Context: an optimization exercise on an open-source flow, tuned for small area. The choices shown serve that exercise and are no tape-out recipe.
Function was checked by simulation only, so behaviour that the tests miss may differ from the original.
Power figures rest on the tool's default switching activity, not on a simulated workload.

exp/pepper:
==> flow/design.v <==
package cache_pkg;
endpackage
module cache_aoi3 (
    input  logic [2:0] s,
    input  logic [2:0] d,
    output logic       y_n
);
    assign y_n = ~|(s & d);
endmodule
module cache_tail8 (
    input  logic       a_n,
    input  logic       b_n,
    input  logic [1:0] s,
    input  logic [1:0] d,
    output logic       y
);
    assign y = ~(a_n & b_n & ~|(s & d));
endmodule
module cache_ao8 (
    input  logic [7:0] s,
    input  logic [7:0] d,
    output logic       y
);
    logic a_n, b_n;
    cache_aoi3  u_a (.s(s[2:0]), .d(d[2:0]), .y_n(a_n));
    cache_aoi3  u_b (.s(s[5:3]), .d(d[5:3]), .y_n(b_n));
    cache_tail8 u_c (.a_n(a_n), .b_n(b_n), .s(s[7:6]), .d(d[7:6]), .y(y));
endmodule
module cache_ao9 (
    input  logic [8:0] s,
    input  logic [8:0] d,
    output logic       y
);
    logic a_n, b_n, c_n;
    cache_aoi3 u_a (.s(s[2:0]), .d(d[2:0]), .y_n(a_n));
    cache_aoi3 u_b (.s(s[5:3]), .d(d[5:3]), .y_n(b_n));
    cache_aoi3 u_c (.s(s[8:6]), .d(d[8:6]), .y_n(c_n));
    assign y = ~(a_n & b_n & c_n);
endmodule
module cache_ao4 (
    input  logic [3:0] s,
    input  logic [3:0] d,
    output logic       y
);
    assign y = |(s & d);
endmodule
module cache_hold (
    input  logic en,
    input  logic en_n,
    input  logic d,
    input  logic q,
    output logic nxt
);
    assign nxt = (en & d) | (en_n & q);
endmodule
module cache_en (
    input  logic line_sel,
    input  logic word_wr,
    output logic en,
    output logic en_n
);
    assign en   = line_sel & word_wr;
    assign en_n = ~en;
endmodule
module cache (
    input  logic         clk,
    input  logic         proc_reset,
    input  logic         proc_read,
    input  logic         proc_write,
    input  logic [29:0]  proc_addr,
    input  logic [31:0]  proc_wdata,
    output logic         proc_stall,
    output logic [31:0]  proc_rdata,
    input  logic [127:0] mem_rdata,
    input  logic         mem_ready,
    output logic         mem_read,
    output logic         mem_write,
    output logic [27:0]  mem_addr,
    output logic [127:0] mem_wdata
);
    logic wb_q, al_q;
    logic [127:0] data_q [8];
    logic [24:0]  tag_q  [8];
    logic [7:0]   valid_q;
    logic [7:0]   dirty_q;
    logic [24:0] atag;
    logic [2:0]  idx;
    logic [1:0]  off;
    assign atag = proc_addr[29:5];
    assign idx  = proc_addr[4:2];
    assign off  = proc_addr[1:0];
    logic [7:0] sel;
    logic [3:0] wsel;
    always_comb begin
        for (int i = 0; i < 8; i++) sel[i] = (idx == 3'(i));
        for (int w = 0; w < 4; w++) wsel[w] = (off == 2'(w));
    end
    logic [127:0] cur_line;
    logic [24:0]  cur_tag;
    logic         cur_valid, cur_dirty;
    logic [8:0]   tsel;
    assign tsel = {al_q, sel & {8{~al_q}}};
    for (genvar b = 0; b < 128; b++) begin : g_line
        cache_ao8 u_mux (
            .s (sel),
            .d ({data_q[7][b], data_q[6][b], data_q[5][b], data_q[4][b],
                 data_q[3][b], data_q[2][b], data_q[1][b], data_q[0][b]}),
            .y (cur_line[b])
        );
    end
    for (genvar b = 0; b < 25; b++) begin : g_tag
        cache_ao9 u_mux (
            .s (tsel),
            .d ({atag[b],
                 tag_q[7][b], tag_q[6][b], tag_q[5][b], tag_q[4][b],
                 tag_q[3][b], tag_q[2][b], tag_q[1][b], tag_q[0][b]}),
            .y (cur_tag[b])
        );
    end
    cache_ao8 u_valid (.s(sel), .d(valid_q), .y(cur_valid));
    cache_ao8 u_dirty (.s(sel), .d(dirty_q), .y(cur_dirty));
    for (genvar b = 0; b < 32; b++) begin : g_word
        cache_ao4 u_mux (
            .s (wsel),
            .d ({cur_line[96+b], cur_line[64+b], cur_line[32+b], cur_line[b]}),
            .y (proc_rdata[b])
        );
    end
    logic req, idle, hit, fill, wword;
    assign req   = proc_read | proc_write;
    assign idle  = ~wb_q & ~al_q;
    assign hit   = cur_valid & (cur_tag == atag);
    assign fill  = al_q & mem_ready;
    assign wword = idle & proc_write & hit;
    assign proc_stall = wb_q | al_q | (req & ~hit);
    assign mem_write  = wb_q;
    assign mem_read   = al_q;
    assign mem_addr   = {cur_tag, idx};
    assign mem_wdata  = cur_line;
    always_ff @(posedge clk) begin
        if (!proc_reset) begin
            wb_q <= 1'b0;
            al_q <= 1'b0;
        end else begin
            wb_q <= (idle & req & ~hit & cur_valid & cur_dirty) | (wb_q & ~mem_ready);
            al_q <= (idle & req & ~hit & ~(cur_valid & cur_dirty)) | (wb_q & mem_ready) | (al_q & ~mem_ready);
        end
    end
    always_ff @(posedge clk) begin
        if (!proc_reset) begin
            valid_q <= '0;
            dirty_q <= '0;
        end else begin
            for (int i = 0; i < 8; i++) begin
                if (sel[i] & fill) begin
                    valid_q[i] <= 1'b1;
                    dirty_q[i] <= 1'b0;
                end else if (sel[i] & wword) begin
                    dirty_q[i] <= 1'b1;
                end
            end
        end
    end
    logic [127:0] wdata;
    assign wdata = al_q ? mem_rdata : {4{proc_wdata}};
    logic [3:0] wr;
    logic [7:0] den   [8];
    logic [7:0] den_n [8];
    logic [7:0] ten, ten_n;
    always_comb begin
        for (int w = 0; w < 4; w++) wr[w] = fill | (wword & wsel[w]);
    end
    for (genvar i = 0; i < 8; i++) begin : g_en
        for (genvar h = 0; h < 8; h++) begin : g_half
            cache_en u_en (.line_sel(sel[i]), .word_wr(wr[h/2]), .en(den[i][h]), .en_n(den_n[i][h]));
        end
        cache_en u_ten (.line_sel(sel[i]), .word_wr(fill), .en(ten[i]), .en_n(ten_n[i]));
    end
    logic [127:0] data_d [8];
    logic [24:0]  tag_d  [8];
    for (genvar i = 0; i < 8; i++) begin : g_set
        for (genvar b = 0; b < 128; b++) begin : g_data
            cache_hold u_hold (
                .en   (den[i][b/16]),
                .en_n (den_n[i][b/16]),
                .d    (wdata[b]),
                .q    (data_q[i][b]),
                .nxt  (data_d[i][b])
            );
        end
        for (genvar b = 0; b < 25; b++) begin : g_tag
            cache_hold u_hold (
                .en   (ten[i]),
                .en_n (ten_n[i]),
                .d    (atag[b]),
                .q    (tag_q[i][b]),
                .nxt  (tag_d[i][b])
            );
        end
    end
    always_ff @(posedge clk) begin
        for (int i = 0; i < 8; i++) begin
            data_q[i] <= data_d[i];
            tag_q[i]  <= tag_d[i];
        end
    end
endmodule
==> flow/config.mk <==
export PLATFORM = sky130hd
export DESIGN_NAME = cache
export DESIGN_NICKNAME = cache
export VERILOG_FILES = /design/flow/design.v
export SDC_FILE = /design/flow/constraint.sdc
export NUM_CORES = 4
export LEC_CHECK = 0
export CAP_MARGIN = 10
export CORE_MARGIN = 2
export CORE_UTILIZATION = 70
export CTS_BUF_LIST = sky130_fd_sc_hd__clkbuf_8
export CTS_CLUSTER_DIAMETER = 60
export CTS_CLUSTER_SIZE = 16
export SLEW_MARGIN = 10
export SYNTH_HIERARCHICAL = 1
==> flow/constraint.sdc <==
create_clock -name core_clock -period 6.0 [get_ports {clk}]
set_input_delay 1.2000 -clock core_clock [delete_from_list [all_inputs] [get_ports {clk}]]
set_output_delay 1.2000 -clock core_clock [all_outputs]
set_load 0.01 [all_outputs]
standard.sh (not shown) runs the stock make flow with config.mk's settings and CLKGATE_MAP_FILE= SYNTH_SCRIPT=/design/flow/synth_recipe.tcl, a recipe that flattens the netlist after the stock synthesis.
==> flow/flow/run.sh <==
#!/bin/bash
# The standard layout, with two changes to how it is built:
# - every input and output port still gets its own buffer, but a buf_1
#   rather than the delay cell buffer_ports picks by default;
# - clock tree synthesis clusters more flip-flops per leaf buffer and does
#   not add dummy loads to balance the tree.
set -euo pipefail
export BUFFER_PORTS_ARGS="-buffer_cell sky130_fd_sc_hd__buf_1"
export CTS_ARGS="-sink_clustering_enable -repair_clock_nets -dont_use_dummy_load -sink_clustering_size 16 -sink_clustering_max_diameter 60 -buf_list {sky130_fd_sc_hd__clkbuf_8}"
bash standard.sh > standard.log 2>&1
Setup changes, exp/pepper to exp/amber
==> flow/design.v, changed modules only <==
module cache (
    input  logic         clk,
    input  logic         proc_reset,
    input  logic         proc_read,
    input  logic         proc_write,
    input  logic [29:0]  proc_addr,
    input  logic [31:0]  proc_wdata,
    output logic         proc_stall,
    output logic [31:0]  proc_rdata,
    input  logic [127:0] mem_rdata,
    input  logic         mem_ready,
    output logic         mem_read,
    output logic         mem_write,
    output logic [27:0]  mem_addr,
    output logic [127:0] mem_wdata
);
    logic wb_q, al_q;
    logic [127:0] data_q [8];
    logic [24:0]  tag_q  [8];
    logic [7:0]   valid_q;
    logic [7:0]   dirty_q;
    logic [24:0] atag;
    logic [2:0]  idx;
    logic [1:0]  off;
    assign atag = proc_addr[29:5];
    assign idx  = proc_addr[4:2];
    assign off  = proc_addr[1:0];
    logic [7:0] sel;
    logic [3:0] wsel;
    always_comb begin
        for (int i = 0; i < 8; i++) sel[i] = (idx == 3'(i));
        for (int w = 0; w < 4; w++) wsel[w] = (off == 2'(w));
    end
    logic [127:0] cur_line;
    logic [24:0]  cur_tag;
    logic         cur_valid, cur_dirty;
    logic [8:0]   tsel;
    assign tsel = {al_q, sel & {8{~al_q}}};
    for (genvar b = 0; b < 128; b++) begin : g_line
        cache_ao8 u_mux (
            .s (sel),
            .d ({data_q[7][b], data_q[6][b], data_q[5][b], data_q[4][b],
                 data_q[3][b], data_q[2][b], data_q[1][b], data_q[0][b]}),
            .y (cur_line[b])
        );
    end
    for (genvar b = 0; b < 25; b++) begin : g_tag
        cache_ao9 u_mux (
            .s (tsel),
            .d ({atag[b],
                 tag_q[7][b], tag_q[6][b], tag_q[5][b], tag_q[4][b],
                 tag_q[3][b], tag_q[2][b], tag_q[1][b], tag_q[0][b]}),
            .y (cur_tag[b])
        );
    end
    cache_ao8 u_valid (.s(sel), .d(valid_q), .y(cur_valid));
    cache_ao8 u_dirty (.s(sel), .d(dirty_q), .y(cur_dirty));
    for (genvar b = 0; b < 32; b++) begin : g_word
        cache_ao4 u_mux (
            .s (wsel),
            .d ({cur_line[96+b], cur_line[64+b], cur_line[32+b], cur_line[b]}),
            .y (proc_rdata[b])
        );
    end
    logic req, idle, hit, fill, wword;
    assign req   = proc_read | proc_write;
    assign idle  = ~wb_q & ~al_q;
    assign hit   = cur_valid & (cur_tag == atag);
    assign fill  = al_q & mem_ready;
    assign wword = idle & proc_write & hit;
    assign proc_stall = wb_q | al_q | (req & ~hit);
    assign mem_write  = wb_q;
    assign mem_read   = al_q;
    assign mem_addr   = {cur_tag, idx};
    assign mem_wdata  = cur_line;
    always_ff @(posedge clk) begin
        if (!proc_reset) begin
            wb_q <= 1'b0;
            al_q <= 1'b0;
        end else begin
            wb_q <= (idle & req & ~hit & cur_dirty) | (wb_q & ~mem_ready);
            al_q <= (idle & req & ~hit & ~cur_dirty) | (wb_q & mem_ready) | (al_q & ~mem_ready);
        end
    end
    always_ff @(posedge clk) begin
        if (!proc_reset) begin
            valid_q <= '0;
            dirty_q <= '0;
        end else begin
            for (int i = 0; i < 8; i++) begin
                if (sel[i] & fill) begin
                    valid_q[i] <= 1'b1;
                    dirty_q[i] <= 1'b0;
                end else if (sel[i] & wword) begin
                    dirty_q[i] <= 1'b1;
                end
            end
        end
    end
    logic [127:0] wdata;
    assign wdata = al_q ? mem_rdata : {4{proc_wdata}};
    logic [3:0] wr;
    logic [3:0] den   [8];
    logic [3:0] den_n [8];
    logic [7:0] ten, ten_n;
    always_comb begin
        for (int w = 0; w < 4; w++) wr[w] = fill | (wword & wsel[w]);
    end
    for (genvar i = 0; i < 8; i++) begin : g_en
        for (genvar w = 0; w < 4; w++) begin : g_word
            cache_en u_en (.line_sel(sel[i]), .word_wr(wr[w]), .en(den[i][w]), .en_n(den_n[i][w]));
        end
        cache_en u_ten (.line_sel(sel[i]), .word_wr(fill), .en(ten[i]), .en_n(ten_n[i]));
    end
    logic [127:0] data_d [8];
    logic [24:0]  tag_d  [8];
    for (genvar i = 0; i < 8; i++) begin : g_set
        for (genvar b = 0; b < 128; b++) begin : g_data
            cache_hold u_hold (
                .en   (den[i][b/32]),
                .en_n (den_n[i][b/32]),
                .d    (wdata[b]),
                .q    (data_q[i][b]),
                .nxt  (data_d[i][b])
            );
        end
        for (genvar b = 0; b < 25; b++) begin : g_tag
            cache_hold u_hold (
                .en   (ten[i]),
                .en_n (ten_n[i]),
                .d    (atag[b]),
                .q    (tag_q[i][b]),
                .nxt  (tag_d[i][b])
            );
        end
    end
    always_ff @(posedge clk) begin
        for (int i = 0; i < 8; i++) begin
            data_q[i] <= data_d[i];
            tag_q[i]  <= tag_d[i];
        end
    end
endmodule
Findings:
Summary of exp/amber over exp/pepper: fmax now larger, width of the die now smaller, total vias in the final route now larger, cell area comparable, area growth from synthesis to final layout now larger.
There was hardly any difference in proportion of cell area spent on the clock network between exp/pepper and exp/amber.
Re wire length of the first global-routing pass: exp/pepper and exp/amber aren't equal, and the lower value belongs to exp/pepper.
Looking at routability-driven placement congestion ratio, exp/amber sits 1.2% higher than exp/pepper does.
Of the two values seen for end of the critical path, proc_stall was produced by exp/pepper and proc_rdata[4] by exp/amber.
Met2 demand-to-capacity share in global routing delta for exp/amber relative to exp/pepper: 3.9 points higher
Switching power as a share of total power, exp/pepper and exp/amber: smaller value in exp/pepper
exp/amber vs. exp/pepper: final worst slack went up 57 ps; number of nets produced by synthesis went down 64; actual transition at the worst max-transition pin went up 20 ps.

re-timing with driven ports:
The results above use ideal ports. As a check the final layouts listed here were re-extracted and re-timed, cells and wires unchanged.
Step 1 sets driving cells, clkbuf_16 on the clock port and buf_2 on the other inputs (assumed; they add their load-dependent delay and slew).
Step 2 also shifts input and output timing later by t, the mid clock arrival at the registers, as if the neighbouring blocks saw the same clock.
a / b / c = ideal ports / drivers / drivers and shift; a / b = the first two.
run	t (ns)	setup slack, ns	slew at the worst register clock pin (ns)
exp/pepper	0.782	0.189 / 0.166 / -0.261	0.10 / 0.10
exp/amber	0.795	0.245 / 0.219 / 0.219	0.11 / 0.11
With both steps, setup timing fails in exp/pepper, where it was met with ideal ports. For exp/pepper, which loses most, drivers alone change the setup slack by -0.023 ns; drivers and shift together by -0.450 ns.
